This is an optimization exercise on Yosys and OpenROAD, whose aim is small area, not a production implementation.
Function was checked by simulation only, so behaviour that the tests miss may differ from the original.

==> inputs of pepper <==
## led_pattern_generator
module led_pattern_generator
(
	input  logic        clk,
	input  logic        arst_n,
	input  logic        cfg_we,
	input  logic [2:0]  cfg_index,
	input  logic [15:0] cfg_wdata,
	input  logic        s_tvalid,
	output logic        s_tready,
	input  logic [31:0] s_tdata,   
	output logic        m_tvalid,
	input  logic        m_tready,
	output logic [23:0] m_tdata    
);
Settings: LEC_CHECK=0, CAP_MARGIN=20, CORE_MARGIN=2, CORE_UTILIZATION=65, SLEW_MARGIN=20; clock period 10.0 ns.
standard.sh (not shown) runs the stock make flow with config.mk's settings and CLKGATE_MAP_FILE= SYNTH_SCRIPT=/design/flow/synth_recipe.tcl, a recipe that flattens the netlist after the stock synthesis.
==> flow/flow/run.sh <==
#!/bin/bash
# Own layout flow: the standard layout (standard.sh) with
#  - synthesis by flow/synth.tcl (the standard script without adder extraction and with the
#    ABC script flow/area.abc; same registers as the standard synthesis),
#  - port buffers of the smallest buffer cell,
#  - clock tree without dummy loads, in clusters of up to 12 flip-flops.
# The make output goes to flow_make.log in the work folder; ORFS's per-step logs stay under
# orfs/logs/.
set -euo pipefail
W=$(pwd)
export MY_ABC_SCRIPT="$W/flow/area.abc"
export BUFFER_PORTS_ARGS="-buffer_cell sky130_fd_sc_hd__buf_1"
export CTS_ARGS="-sink_clustering_enable -repair_clock_nets -dont_use_dummy_load -buf_list {sky130_fd_sc_hd__clkbuf_4 sky130_fd_sc_hd__clkbuf_8 sky130_fd_sc_hd__clkbuf_16} -sink_clustering_size 12 -sink_clustering_max_diameter 50"
bash "$W/standard.sh" SYNTH_SCRIPT="$W/flow/synth.tcl" finish > "$W/flow_make.log" 2>&1
==> flow/flow/area.abc <==
strash
&get -n
&fraig -x
&put
scorr
dc2
dretime
strash
&get -n
&dch -f
&nf -R 1000
&put
buffer -c
upsize -c
dnsize -c
==> flow/flow/synth.tcl <==
# The standard synthesis script (synth_recipe.tcl), with two changes that touch only the
# combinational logic: Yosys's full/half-adder extraction is skipped, and ABC runs the
# area-oriented script in $MY_ABC_SCRIPT instead of ORFS's. Registers are mapped by the same
# dfflibmap step as in the standard synthesis, so their names and cell types are unchanged.
proc synth {args} { yosys synth -nofsm -noshare {*}$args }
proc extract_fa {args} { puts "extract_fa skipped" }
proc abc {args} {
  set i [lsearch $args -script]
  if {$i >= 0} { set args [lreplace $args $i [expr {$i + 1}] -script $::env(MY_ABC_SCRIPT)] }
  yosys abc {*}$args
}
source $::env(SCRIPTS_DIR)/synth.tcl
# left out here: clear keep_hierarchy, flatten, clean up, hide names made inside functions, write 1_2_yosys.v
==> inputs of ember, as changes to pepper <==
==> flow/run.sh (new file) <==
#!/bin/bash
# synth_recipe.tcl (not shown) runs the flow's synth.tcl, then flattens the netlist and writes it again
# the make line also repeats each setting of config.mk as NAME=value (left out here)
make -C /OpenROAD-flow-scripts/flow DESIGN_CONFIG=/design/flow/config.mk WORK_HOME=/design/flow/orfs CLKGATE_MAP_FILE= SYNTH_SCRIPT=/design/flow/synth_recipe.tcl finish
--- a/flow/config.mk
+++ b/flow/config.mk
@@ -6,6 +6,9 @@
 export NUM_CORES = 4
 export LEC_CHECK = 0
+export ABC_AREA = 1
 export CAP_MARGIN = 20
 export CORE_MARGIN = 2
 export CORE_UTILIZATION = 65
+export CTS_BUF_LIST = sky130_fd_sc_hd__clkbuf_2 sky130_fd_sc_hd__clkbuf_4
+export CTS_CLUSTER_SIZE = 20
 export SLEW_MARGIN = 20
removed: flow/flow/run.sh
removed: flow/flow/area.abc
removed: flow/flow/synth.tcl
removed: flow/standard.sh
==> inputs of juniper, as changes to pepper <==
==> flow/run.sh (new file) <==
#!/bin/bash
# synth_recipe.tcl (not shown) runs the flow's synth.tcl, then flattens the netlist and writes it again
# the make line also repeats each setting of config.mk as NAME=value (left out here)
make -C /OpenROAD-flow-scripts/flow DESIGN_CONFIG=/design/flow/config.mk WORK_HOME=/design/flow/orfs CLKGATE_MAP_FILE= SYNTH_SCRIPT=/design/flow/synth_recipe.tcl finish
--- a/flow/config.mk
+++ b/flow/config.mk
@@ -6,6 +6,8 @@
 export NUM_CORES = 4
 export LEC_CHECK = 0
+export ABC_AREA = 1
 export CAP_MARGIN = 20
 export CORE_MARGIN = 2
-export CORE_UTILIZATION = 65
+export CORE_UTILIZATION = 40
+export CTS_BUF_LIST = sky130_fd_sc_hd__clkbuf_4 sky130_fd_sc_hd__clkbuf_8
 export SLEW_MARGIN = 20
removed: flow/flow/run.sh
removed: flow/flow/area.abc
removed: flow/flow/synth.tcl
removed: flow/standard.sh
==> results.py <==
metrics = {
    "outcome": {
        "run_status": "no timing/DRC/antenna violations",
    },
    "detailed_routing": {
        "routed_via_density": 5.27,
        "routed-wl-met3_mm": 1.27,
        "drt-pass1-iter-count": 5,
    },
    "critical_path": {
        "r2r-end": "u_core.dbl_last_q[22]",
        "crit_arrival_ns": 9.58,
    },
    "placement": {
        "post-place-cells": 2304,
    },
    "final_layout": {
        "stdcell_count": 2413,
        "antennaDiodeCount": 3,
        "drive_above_1_share": 0.155,
    },
    "yosys": {
        "synthMuxAreaShare": 0.0139,
    },
    "timing": {
        "fin_ws_ns": 1.00,
    },
    "global_routing": {
        "antenna_found_initial": 1,
    },
}
The numbers above come from ember.

==> results.py <==
metrics = {
    "outcome": {
        "run_status": "no timing/DRC/antenna violations",
    },
    "yosys": {
        "synthMuxAreaShare": 0.0139,
    },
    "critical_path": {
        "r2r-end": "prod_s2[34]",
    },
    "final_layout": {
        "antennaDiodeCount": 0,
        "stdcell_count": 2583,
    },
    "global_routing": {
        "antenna_found_initial": 0,
    },
    "detailed_routing": {
        "routed-wl-met3_mm": 1.36,
    },
}
The numbers above come from juniper.

==> results.py <==
metrics = {
    "timing": {
        "fin_ws_ns": 2.11,
    },
    "detailed_routing": {
        "routed_via_density": 5.60,
        "drt-pass1-iter-count": 7,
        "routed-wl-met3_mm": 1.27,
    },
    "final_layout": {
        "antennaDiodeCount": 0,
        "stdcell_count": 2018,
        "drive_above_1_share": 0.0880,
    },
    "outcome": {
        "run_status": "no timing/DRC/antenna violations",
    },
    "placement": {
        "post-place-cells": 1993,
    },
    "global_routing": {
        "antenna_found_initial": 0,
    },
    "critical_path": {
        "r2r-end": "prod_s2[20]",
        "crit_arrival_ns": 8.28,
    },
}
The numbers above come from pepper.

afterwards: timing with drivers on the ports:
Ports are ideal in the flow. The routed layouts listed here were re-timed in OpenROAD.
Step 1 (the two cells are an assumption about what drives the block):
set clk [get_ports {clk}]
set_driving_cell -lib_cell sky130_fd_sc_hd__clkbuf_16 $clk
set_driving_cell -lib_cell sky130_fd_sc_hd__buf_2 [delete_from_list [all_inputs] $clk]
Step 2 moves the port delays by t, midway between the first and last clock arrival at a register: inputs arrive t later, outputs are due t later. That takes back most of the time a late clock gives input paths.
Three values: ideal, step 1, step 2; two values: the first two.
run | shift t [ns] | setup WS [ns] | clock arrival spread, ns | pins driven straight from the clock port
pepper | 0.552 | 2.108 / 2.108 / 2.108 | 0.033 / 0.033 | 1
ember | 0.736 | 1.001 / 1.001 / 1.001 | 0.038 / 0.039 | 1
juniper | 0.643 | 1.084 / 1.084 / 1.084 | 0.019 / 0.019 | 1
After both steps setup and hold are still met in every run listed.
